This design comes from an exercise in tuning for small area, a short achievable clock period and few clock cycles per item on the open sky130 flow, not from production work.
Where RTL was checked, it was by simulation tests only, not by an equivalence proof against the original.
Power is estimated from default activity; no workload was simulated.

build 32:
// hls_dot_kernel
module hls_dot_kernel (
  input  logic        clk,
  input  logic        reset,
  input  logic        start,
  input  logic [3:0]  len,
  input  logic        wr_en,
  input  logic        wr_sel,
  input  logic [2:0]  wr_addr,
  input  logic [31:0] wr_data,
  output logic        busy,
  output logic        finished,
  output logic [31:0] return_val
);
  logic [31:0] r_mem_x [8];
  logic [31:0] r_mem_y [8];
  logic        r_busy, r_fin;
  logic [31:0] r_ret;
  logic [7:0]  r_fl;
  logic        r_dirty;
  logic        r_fb_run, r_fb_mark;
  logic [2:0]  r_fb_cnt, r_fb_last;
  logic        r_sh_vld;
  logic [2:0]  r_sh_addr;
  logic [31:0] r_a, r_acc;
  logic [15:0] r_neg, r_one, r_two;    
  logic        r_clr1, r_clr2;         
  logic        r_lat;                  
  logic        w_idle, w_acc_st, w_acc_wr, w_fast, w_fb_st, w_mark, w_mul_y;
  logic [3:0]  w_len_c;
  logic [7:0]  w_mask;
  logic [2:0]  w_raddr;
  logic [31:0] w_b, w_p;
  logic [32:0] w_bx;
  assign w_idle   = !r_busy;
  assign w_acc_st = start && !reset && w_idle;
  assign w_acc_wr = wr_en && !reset && w_idle;
  assign w_len_c  = (len > 4'd8) ? 4'd8 : len;
  assign w_mask   = 8'((9'd1 << w_len_c) - 9'd1);
  assign w_fast   = (w_len_c != 4'd0) && !r_dirty && (r_fl == w_mask) && !wr_en;
  assign w_fb_st  = w_acc_st && !w_fast;
  assign w_mark = (w_acc_st && w_fast) || r_fb_mark;
  always_ff @(posedge clk) begin
    if (w_acc_wr) begin
      if (wr_sel) r_mem_y[wr_addr] <= wr_data;
      else        r_mem_x[wr_addr] <= wr_data;
    end
  end
  assign w_raddr = r_fb_run ? r_fb_cnt : wr_addr;
  assign w_mul_y = r_fb_run ? !(r_sh_vld && r_sh_addr == r_fb_cnt)
                            : (w_acc_st && w_acc_wr && {1'b0, wr_addr} < w_len_c);
  assign w_b  = w_mul_y ? r_mem_y[w_raddr] : ((w_acc_wr && wr_sel && !w_acc_st) ? wr_data : 32'd0);
  assign w_bx = {w_b, 1'b0};
  always_ff @(posedge clk) begin
    r_a <= r_mem_x[w_raddr];
    for (int r = 0; r < 16; r++) begin
      r_neg[r] <= w_bx[2*r+2];
      r_one[r] <= w_bx[2*r+1] ^ w_bx[2*r];
      r_two[r] <= (w_bx[2*r+2] && !w_bx[2*r+1] && !w_bx[2*r]) ||
                  (!w_bx[2*r+2] && w_bx[2*r+1] && w_bx[2*r]);
  ...
For scale: roughly 2800 cells after synthesis, roughly 78 I/O pins, about 39000 um2 of cells after synthesis.
==> flow/config.mk <==
export PLATFORM = sky130hd
export DESIGN_NAME = hls_dot_kernel
export DESIGN_NICKNAME = hls_dot_kernel
export VERILOG_FILES = /design/flow/design.v
export SDC_FILE = /design/flow/constraint.sdc
export NUM_CORES = 4
export LEC_CHECK = 0
export CAP_MARGIN = 20
export CORE_MARGIN = 2
export CORE_UTILIZATION = 40
export SETUP_SLACK_MARGIN = 4.6
export SLEW_MARGIN = 20
==> flow/constraint.sdc <==
create_clock -name core_clock -period 8.0 [get_ports {clk}]
set_input_delay 1.6000 -clock core_clock [delete_from_list [all_inputs] [get_ports {clk}]]
set_output_delay 1.6000 -clock core_clock [all_outputs]
set_load 0.01 [all_outputs]
standard.sh (not shown) runs the stock make flow with config.mk's settings and CLKGATE_MAP_FILE= SYNTH_SCRIPT=/design/flow/synth_recipe.tcl, a recipe that flattens the netlist after the stock synthesis.
==> flow/flow/run.sh <==
#!/bin/bash
# The standard layout (the standard.sh, synthesis unchanged), except that
# buffer_ports buffers the ports with buf_4 cells instead of the delay buffer
# it picks by itself. make's whole output goes to flow_make.log; ORFS keeps
# each step's log under orfs/logs/.
set -euo pipefail
bash standard.sh "BUFFER_PORTS_ARGS=-buffer_cell sky130_fd_sc_hd__buf_4" finish > flow_make.log 2>&1
Testbench counts of build 32, summed over its fixed seeds: cycles 4,726, items 384.
For build 90, these inputs were changed with respect to build 32:
==> flow/flow/run.sh <==
#!/bin/bash
# The standard layout (standard.sh) with two changes: buffer_ports buffers
# the ports with buf_4 cells instead of the delay buffer it picks by itself,
# and synthesis leaves full and half adders to abc (no ADDER_MAP_FILE) instead
# of mapping them to the slow fa/ha cells. Registers are untouched. make's
# whole output goes to flow_make.log; ORFS keeps each step's log in orfs/logs/.
set -euo pipefail
bash standard.sh "BUFFER_PORTS_ARGS=-buffer_cell sky130_fd_sc_hd__buf_4" "ADDER_MAP_FILE=" finish > flow_make.log 2>&1
==> comparison <==
Comparing via count normalized by instance count for build 32 and build 90, the bigger number came from build 32. Build 32 → build 90: number of antenna violations at the first check in global routing saw an increase, number of standard cells in the layout, taps in and fillers out saw an increase, number of clock-tree buffers in the layout saw a decrease, area growth from synthesis to final layout saw a decrease, global-route wire length before repair saw little to no change. The count of state elements after synthesis of build 32 and that of build 90 are within noise of each other. Measured against each other, build 32 and build 90 differ in part of the total power dissipated in combinational logic, the lower figure coming from build 32.
For build 19, these inputs were changed with respect to build 90:
Settings: an added ABC_CLOCK_PERIOD_IN_PS of 3500.
==> flow/run.sh (new file) <==
#!/bin/bash
# synth_recipe.tcl (not shown) runs the flow's synth.tcl, then flattens the netlist and writes it again
# the make line also repeats each setting of config.mk as NAME=value (left out here)
make -C /OpenROAD-flow-scripts/flow DESIGN_CONFIG=/design/flow/config.mk WORK_HOME=/design/flow/orfs CLKGATE_MAP_FILE= SYNTH_SCRIPT=/design/flow/synth_recipe.tcl finish
removed: flow/flow/run.sh
removed: flow/standard.sh
Results
- Summary of build 19 over build 90: transition at the pin with the smallest max-transition slack went down, period utilization went down by 13 points, total power went down 7.5%.
Setup changes, build 19 to build 28
Settings: clearing ABC_CLOCK_PERIOD_IN_PS, which used to be 3500; putting CTS_CLUSTER_SIZE at 30 where nothing was set; putting CTS_BUF_LIST at sky130_fd_sc_hd__clkbuf_8 sky130_fd_sc_hd__clkbuf_16 where nothing was set.
==> flow/flow/run.sh (new file) <==
#!/bin/bash
# The standard layout (the standard.sh, synthesis unchanged), except that
# buffer_ports buffers the ports with buf_4 cells instead of the delay buffer
# it picks by itself. make's whole output goes to flow_make.log; ORFS keeps
# each step's log under orfs/logs/.
set -euo pipefail
bash standard.sh "BUFFER_PORTS_ARGS=-buffer_cell sky130_fd_sc_hd__buf_4" finish > flow_make.log 2>&1
==> flow/standard.sh (new file) <==
#!/bin/bash
# synth_recipe.tcl (not shown) runs the flow's synth.tcl, then flattens the netlist and writes it again
# the make line also repeats each setting of config.mk as NAME=value (left out here)
make -C /OpenROAD-flow-scripts/flow DESIGN_CONFIG=/design/flow/config.mk WORK_HOME=/design/flow/orfs CLKGATE_MAP_FILE= SYNTH_SCRIPT=/design/flow/synth_recipe.tcl "${@:-finish}"
removed: flow/run.sh
Findings:
Build 28 vs. build 19: global routing usage on met1 has decreased, sum of buffers and inverters on the critical path has increased, portion of total power attributed to the clock network has increased, xor-xnor portion of the synthesized cell area has remained practically unchanged, total global-route track usage has decreased.
| effective utilization at floorplan | build 19 vs build 28 | ≈ equal |
Maximum vdd ir drop delta (build 28 − build 19): unfavourable
Final design instance area without fill: build 28 vs build 19 down 1000 um2

hls_dot_kernel, a different RTL version from the one above (not shown whole).
For scale: roughly 3100 cells after synthesis, about 78 I/O pins, about 40000 sq um of cells after synthesis.
==> flow/config.mk <==
export PLATFORM = sky130hd
export DESIGN_NAME = hls_dot_kernel
export DESIGN_NICKNAME = hls_dot_kernel
export VERILOG_FILES = /design/flow/design.v
export SDC_FILE = /design/flow/constraint.sdc
export NUM_CORES = 4
export LEC_CHECK = 0
export CAP_MARGIN = 20
export CORE_MARGIN = 2
export CORE_UTILIZATION = 40
export SETUP_SLACK_MARGIN = 4.6
export SLEW_MARGIN = 20
==> flow/constraint.sdc <==
create_clock -name core_clock -period 8.0 [get_ports {clk}]
set_input_delay 1.6000 -clock core_clock [delete_from_list [all_inputs] [get_ports {clk}]]
set_output_delay 1.6000 -clock core_clock [all_outputs]
set_load 0.01 [all_outputs]
==> flow/flow/run.sh <==
#!/bin/bash
# The standard layout (standard.sh) with two changes: buffer_ports buffers
# the ports with buf_4 cells instead of the delay buffer it picks by itself,
# and synthesis leaves full and half adders to abc (no ADDER_MAP_FILE) instead
# of mapping them to the slow fa/ha cells. Registers are untouched. make's
# whole output goes to flow_make.log; ORFS keeps each step's log in orfs/logs/.
set -euo pipefail
bash standard.sh "BUFFER_PORTS_ARGS=-buffer_cell sky130_fd_sc_hd__buf_4" "ADDER_MAP_FILE=" finish > flow_make.log 2>&1
The starting point passed the timing, DRC and antenna checks.
Testbench counts at the start, summed over its fixed seeds: cycles 4,726, items 384.
Next try:
==> flow/run.sh (new file) <==
#!/bin/bash
# synth_recipe.tcl (not shown) runs the flow's synth.tcl, then flattens the netlist and writes it again
# the make line also repeats each setting of config.mk as NAME=value (left out here)
make -C /OpenROAD-flow-scripts/flow DESIGN_CONFIG=/design/flow/config.mk WORK_HOME=/design/flow/orfs CLKGATE_MAP_FILE= SYNTH_SCRIPT=/design/flow/synth_recipe.tcl finish
removed: flow/flow/run.sh
removed: flow/standard.sh
Global-route usage increases by 0.59 points.
Hold slack gains 0.0084 ns.
Setup slack gets worse by 0.84 ns.
Area after synthesis went down by a few percent.
Maximum frequency falls by about a fifth.
Non-clock buffer count rises by 37.
Wire length went down by a few percent.
Critical path depth came out higher by 4.
Clock power stays flat.
Next try:
==> flow/flow/run.sh (new file) <==
#!/bin/bash
# The standard layout (standard.sh) with two changes: buffer_ports buffers
# the ports with buf_4 cells instead of the delay buffer it picks by itself,
# and synthesis leaves full and half adders to abc (no ADDER_MAP_FILE) instead
# of mapping them to the slow fa/ha cells. Registers are untouched. make's
# whole output goes to flow_make.log; ORFS keeps each step's log in orfs/logs/.
set -euo pipefail
bash standard.sh "BUFFER_PORTS_ARGS=-buffer_cell sky130_fd_sc_hd__buf_4" "ADDER_MAP_FILE=" finish > flow_make.log 2>&1
==> flow/standard.sh (new file) <==
#!/bin/bash
# synth_recipe.tcl (not shown) runs the flow's synth.tcl, then flattens the netlist and writes it again
# the make line also repeats each setting of config.mk as NAME=value (left out here)
make -C /OpenROAD-flow-scripts/flow DESIGN_CONFIG=/design/flow/config.mk WORK_HOME=/design/flow/orfs CLKGATE_MAP_FILE= SYNTH_SCRIPT=/design/flow/synth_recipe.tcl "${@:-finish}"
Settings changed: SETUP_SLACK_MARGIN 4.6 to 5.
removed: flow/run.sh
The new run completed without violations.
Via count is higher by 13%.
Maximum frequency is higher by 27%.
Clock power is higher by about 3%.
Register-to-register slack improved by 0.90 ns.
Next try:
Settings changed: CTS_CLUSTER_DIAMETER set to 50, CTS_CLUSTER_SIZE set to 30, SETUP_SLACK_MARGIN 5 to 4.6.
Result: Final area fell by 7.9%; area after synthesis does not change; power went down by 9.3%; clock skew climbs by 0.019 ns; worst setup slack degrades by 0.13 ns; hold slack stays flat; non-clock buffer count decreases by 152.
Next try:
Settings changed: CTS_CLUSTER_DIAMETER 50 to 80, CTS_CLUSTER_SIZE 30 to 24.
What happened: Wire length is about the same. Global-route usage shrinks by 0.28 points. Power went down by about 8%. Sequential power barely changes. Hold slack improved by 0.0098 ns. Critical path depth is unchanged. Via count decreases by 0.86%. Register-to-register slack gets better by 0.05 ns. Clock-buffer cell count came out lower by 29.

Setup of tundra:
hls_dot_kernel, a different RTL version from the one above (not shown whole).
For scale: about 2700 cells after synthesis, roughly 770 flip-flops, ~78 I/O pins, about 39000 um2 of cells after synthesis.
Settings: LEC_CHECK=0, CAP_MARGIN=20, CORE_MARGIN=2, CORE_UTILIZATION=40, SETUP_SLACK_MARGIN=4.4, SLEW_MARGIN=20; clock period 8.0 ns.
run.sh (not shown) runs the stock make flow with config.mk's settings and CLKGATE_MAP_FILE= SYNTH_SCRIPT=/design/flow/synth_recipe.tcl, a recipe that flattens the netlist after the stock synthesis.
Stock flow here: none of the scripts above is used.
tundra did not stop at any stage, and its layout met the timing, DRC and antenna checks.
--- input diff tundra..xenon ---
- changing CORE_UTILIZATION from 40 to 65
- changing SETUP_SLACK_MARGIN from 4.4 to 4.6
--- outcome ---
Comparing tundra and xenon, the one run not ending clean was xenon.
Looking at part of the total power dissipated in the clock network, xenon sits 4.3 points lower than tundra does.
On final routed wire length divided by cell count: between tundra and xenon, it ends up higher for xenon.
Relative to tundra, the core area measured on xenon has decreased by more than a quarter.
The higher total wire length after detailed routing came out of xenon.
Input changes introduced in garnet (baseline for comparison: xenon):
- changing CORE_UTILIZATION from 65 to 40
==> flow/flow/run.sh (new file) <==
#!/bin/bash
# The standard layout (standard.sh) with two changes: buffer_ports buffers
# the ports with buf_4 cells instead of the delay buffer it picks by itself,
# and synthesis leaves full and half adders to abc (no ADDER_MAP_FILE) instead
# of mapping them to the slow fa/ha cells. Registers are untouched. make's
# whole output goes to flow_make.log; ORFS keeps each step's log in orfs/logs/.
set -euo pipefail
bash standard.sh "BUFFER_PORTS_ARGS=-buffer_cell sky130_fd_sc_hd__buf_4" "ADDER_MAP_FILE=" finish > flow_make.log 2>&1
==> flow/standard.sh (new file) <==
#!/bin/bash
# synth_recipe.tcl (not shown) runs the flow's synth.tcl, then flattens the netlist and writes it again
# the make line also repeats each setting of config.mk as NAME=value (left out here)
make -C /OpenROAD-flow-scripts/flow DESIGN_CONFIG=/design/flow/config.mk WORK_HOME=/design/flow/orfs CLKGATE_MAP_FILE= SYNTH_SCRIPT=/design/flow/synth_recipe.tcl "${@:-finish}"
removed: flow/run.sh
## What came out
No stage failed in garnet, and the final checks on the layout all came back clean. Diff xenon -> garnet: number of clock buffers in the layout picked up an extra 8; total power consumption of the routed design lost 8.0%; number of cells produced by synthesis picked up an extra 434.
No run of this note included a check of the RTL's function; only the layout flow was run.

hls_dot_kernel, a different RTL version from the one above (not shown whole).
For scale: roughly 2,700 cells after synthesis, roughly 770 flip-flops, ~78 I/O pins, ~39,000 um^2 of cells after synthesis.
make LEC_CHECK=0 CAP_MARGIN=20 CORE_MARGIN=2 CORE_UTILIZATION=40 SLEW_MARGIN=20 finish   # period 8.0 ns
Stock flow here: none of the scripts above is used.
The first run finished clean.
Next try:
SETUP_SLACK_MARGIN = 4.6   (was unset)
=>
- The new run completed without violations
- utilization climbs by 3.2 points
- combinational power climbs by 24%
- area after synthesis stays the same
- final cell count climbs by about 3%
- sequential power stays flat
- die area does not change
- clock-buffer cell count is unchanged
Next try:
SETUP_SLACK_MARGIN = 5   (was 4.6)
After rerunning: The new run completed with no timing, DRC or antenna violations. Routed wire length climbs by about 1.3%. Synthesized cell count is unchanged. Clock power goes up by about 2%. Synthesized area does not change. Setup slack got worse by 0.020 ns. Fmax drops by 0.55%. Via count rose by about 1%. Final area climbs by 2.4%. Combinational power climbs by about 7%.
No run of this note included a check of the RTL's function; only the layout flow was run.

Setup of before:
hls_dot_kernel, a different RTL version from the one above (not shown whole).
Size in the first run: ~4200 cells after synthesis, roughly 790 flip-flops, roughly 78 I/O pins.
Settings: LEC_CHECK=0, ABC_CLOCK_PERIOD_IN_PS=2500, CAP_MARGIN=20, CORE_MARGIN=2, CORE_UTILIZATION=55, SETUP_SLACK_MARGIN=5, SLEW_MARGIN=20; clock period 8.0 ns.
For after, these inputs were changed with respect to before:
Settings: ABC_CLOCK_PERIOD_IN_PS: 2500 -> 3000; CORE_UTILIZATION: 55 -> 40.
==> comparison <==
From before to after the numbers moved as follows: die area went up by 32000 sq um; area share of xor/xnor cells in the synthesized design essentially unchanged; total negative slack for setup checks essentially unchanged.
Comparing before and after, actual slew at the worst max-slew pin is lower on before.
The total power of before and that of after are within noise of each other.
On compound-gate portion of the synthesized area, after tracks before almost exactly.
Of before and after, the run reporting the lower met1 usage was after.
Looking at worst setup slack across before and after, the one that comes out lower is after.
Compared with before, count of clock-buffer cells in the layout in after increased by more than 10%.
Sort before and after by sum of routed wire length over all layers, descending, and before comes first.
No functional check of the RTL was part of any run of this note.

Another version of the RTL of hls_dot_kernel (not shown whole).
Size: about 740 flip-flops, about 78 I/O pins, roughly 40000 um^2 of cells after synthesis.
==> flow/design.v (excerpt) <==
module hls_dot_kernel (
  input  logic        clk,
  input  logic        reset,
  input  logic        start,
  input  logic [3:0]  len,
  input  logic        wr_en,
  input  logic        wr_sel,
  input  logic [2:0]  wr_addr,
  input  logic [31:0] wr_data,
  output logic        busy,
  output logic        finished,
  output logic [31:0] return_val
);
  logic [31:0] r_mem_x [8];
  logic [31:0] r_mem_y [8];
  logic        r_busy, r_fin;
  logic [31:0] r_ret;
  logic [7:0]  r_fl;
  logic        r_dirty;
  logic        r_fb_run, r_fb_mark;
  logic [2:0]  r_fb_cnt, r_fb_last;
  logic        r_sh_vld;
  logic [2:0]  r_sh_addr;
  logic [31:0] r_a, r_acc;
  logic [15:0] r_neg, r_one, r_two;    
  logic        r_clr1;                 
  logic        r_lat;                  
  logic        w_idle, w_acc_st, w_acc_wr, w_fast, w_mark, w_mul_y;
  logic [3:0]  w_len_c;
  logic [7:0]  w_mask;
  logic [2:0]  w_raddr;
  logic [31:0] w_b, w_p;
  logic [32:0] w_bx;
  assign w_idle   = !r_busy;
  assign w_acc_st = start && !reset && w_idle;
  assign w_acc_wr = wr_en && !reset && w_idle;
  assign w_len_c  = (len > 4'd8) ? 4'd8 : len;
  assign w_mask   = 8'((9'd1 << w_len_c) - 9'd1);
  assign w_fast   = (w_len_c != 4'd0) && !r_dirty && (r_fl == w_mask) && !wr_en;
  ...
Settings: LEC_CHECK=0, CAP_MARGIN=20, CORE_MARGIN=2, CORE_UTILIZATION=40, CTS_CLUSTER_DIAMETER=80, CTS_CLUSTER_SIZE=24, SETUP_SLACK_MARGIN=4.6, SLEW_MARGIN=20, TNS_END_PERCENT=20; clock period 8.0 ns.
standard.sh (not shown) runs the stock make flow with config.mk's settings and CLKGATE_MAP_FILE= SYNTH_SCRIPT=/design/flow/synth_recipe.tcl, a recipe that flattens the netlist after the stock synthesis.
==> flow/flow/run.sh <==
#!/bin/bash
# The standard layout (standard.sh) with two changes: buffer_ports buffers
# the ports with buf_4 cells instead of the delay buffer it picks by itself,
# and synthesis leaves full and half adders to abc (no ADDER_MAP_FILE) instead
# of mapping them to the slow fa/ha cells. Registers are untouched. make's
# whole output goes to flow_make.log; ORFS keeps each step's log in orfs/logs/.
set -euo pipefail
bash standard.sh "BUFFER_PORTS_ARGS=-buffer_cell sky130_fd_sc_hd__buf_4" "ADDER_MAP_FILE=" finish > flow_make.log 2>&1
Testbench counts at the start, summed over its fixed seeds: cycles 4,726, items 384.
Then changed:
--- a/flow/config.mk
+++ b/flow/config.mk
@@ -15 +15 @@
-export TNS_END_PERCENT = 20
+export TNS_END_PERCENT = 50
Effect:
- setup slack gets better by 0.0083 ns
- wire length grows slightly
- power barely changes
- design area is about the same
- sequential power stays flat
- non-clock buffer count does not change
- utilization hardly moves
Then changed:
--- a/flow/config.mk
+++ b/flow/config.mk
@@ -10 +10 @@
-export CORE_UTILIZATION = 40
+export CORE_UTILIZATION = 50
@@ -15 +14,0 @@
-export TNS_END_PERCENT = 50
After rerunning: The new run finished with timing, DRC and antenna clean. Wire length rose by 3.6%. Design area barely changes. Via count goes up by 3.4%. Synthesized area stays the same. Core utilization grows by 12 points.
Then changed:
--- a/flow/config.mk
+++ b/flow/config.mk
@@ -10 +10 @@
-export CORE_UTILIZATION = 50
+export CORE_UTILIZATION = 40
The new run went through all stages and came out clean.
Die area rose by 25%.
Clock-buffer cell count came out lower by 1.
Via count decreases by 2.9%.
Total power shrinks by 1.6%.

==> afterwards: timing with drivers on the ports <==
Ports are ideal in the flow. The routed layouts listed here were re-timed in OpenROAD.
Step 1: set_driving_cell puts a clkbuf_16 on clk and a buf_2 on each other input, an assumption about the parent block.
Step 2 moves the port delays by t, midway between the first and last clock arrival at a register: inputs arrive t later, outputs are due t later. That takes back most of the time a late clock gives input paths.
Slacks: ideal ports / drivers / drivers and shift; pairs: ideal ports / drivers.
| run | t (ns) | setup slack, ns | cell pins on the clock port's net |
|---|---|---|---|
| build 32 | 0.706 | 4.443 / 4.443 / 3.981 | 1 |
| build 90 | 0.714 | 3.434 / 3.434 / 3.434 | 1 |
| build 19 | 0.710 | 4.464 / 4.464 / 4.050 | 1 |
| build 28 | 0.708 | 4.439 / 4.439 / 3.984 | 1 |
| the first run of note 2 | 0.710 | 4.651 / 4.651 / 4.052 | 1 |
| the second run of note 2 | 0.694 | 3.814 / 3.814 / 3.814 | 1 |
| the third run of note 2 | 0.712 | 4.712 / 4.712 / 4.125 | 1 |
| the fourth run of note 2 | 0.734 | 4.584 / 4.584 / 4.039 | 1 |
| the fifth run of note 2 | 0.682 | 4.630 / 4.630 / 4.042 | 1 |
| tundra | 0.722 | 4.427 / 4.427 / 3.868 | 1 |
| xenon | 0.682 | 4.435 / 4.435 / 4.039 | 1 |
| garnet | 0.714 | 4.443 / 4.443 / 4.112 | 1 |
| the first run of note 4 | 0.708 | 2.755 / 2.799 / 2.092 | 1 |
| the second run of note 4 | 0.718 | 4.393 / 4.393 / 3.689 | 1 |
| the third run of note 4 | 0.728 | 4.373 / 4.390 / 3.664 | 1 |
| before | 0.722 | 4.051 / 4.051 / 3.943 | 1 |
| after | 0.732 | 4.040 / 4.040 / 3.960 | 1 |
| the first run of note 6 | 0.686 | 4.651 / 4.651 / 4.053 | 1 |
| the second run of note 6 | 0.690 | 4.660 / 4.660 / 4.074 | 1 |
| the third run of note 6 | 0.684 | 4.636 / 4.636 / 4.064 | 1 |
| the fourth run of note 6 | 0.682 | 4.630 / 4.630 / 4.042 | 1 |
For the third run of note 4, which loses most, drivers alone change the setup slack by +0.017 ns; drivers and shift together by -0.709 ns.
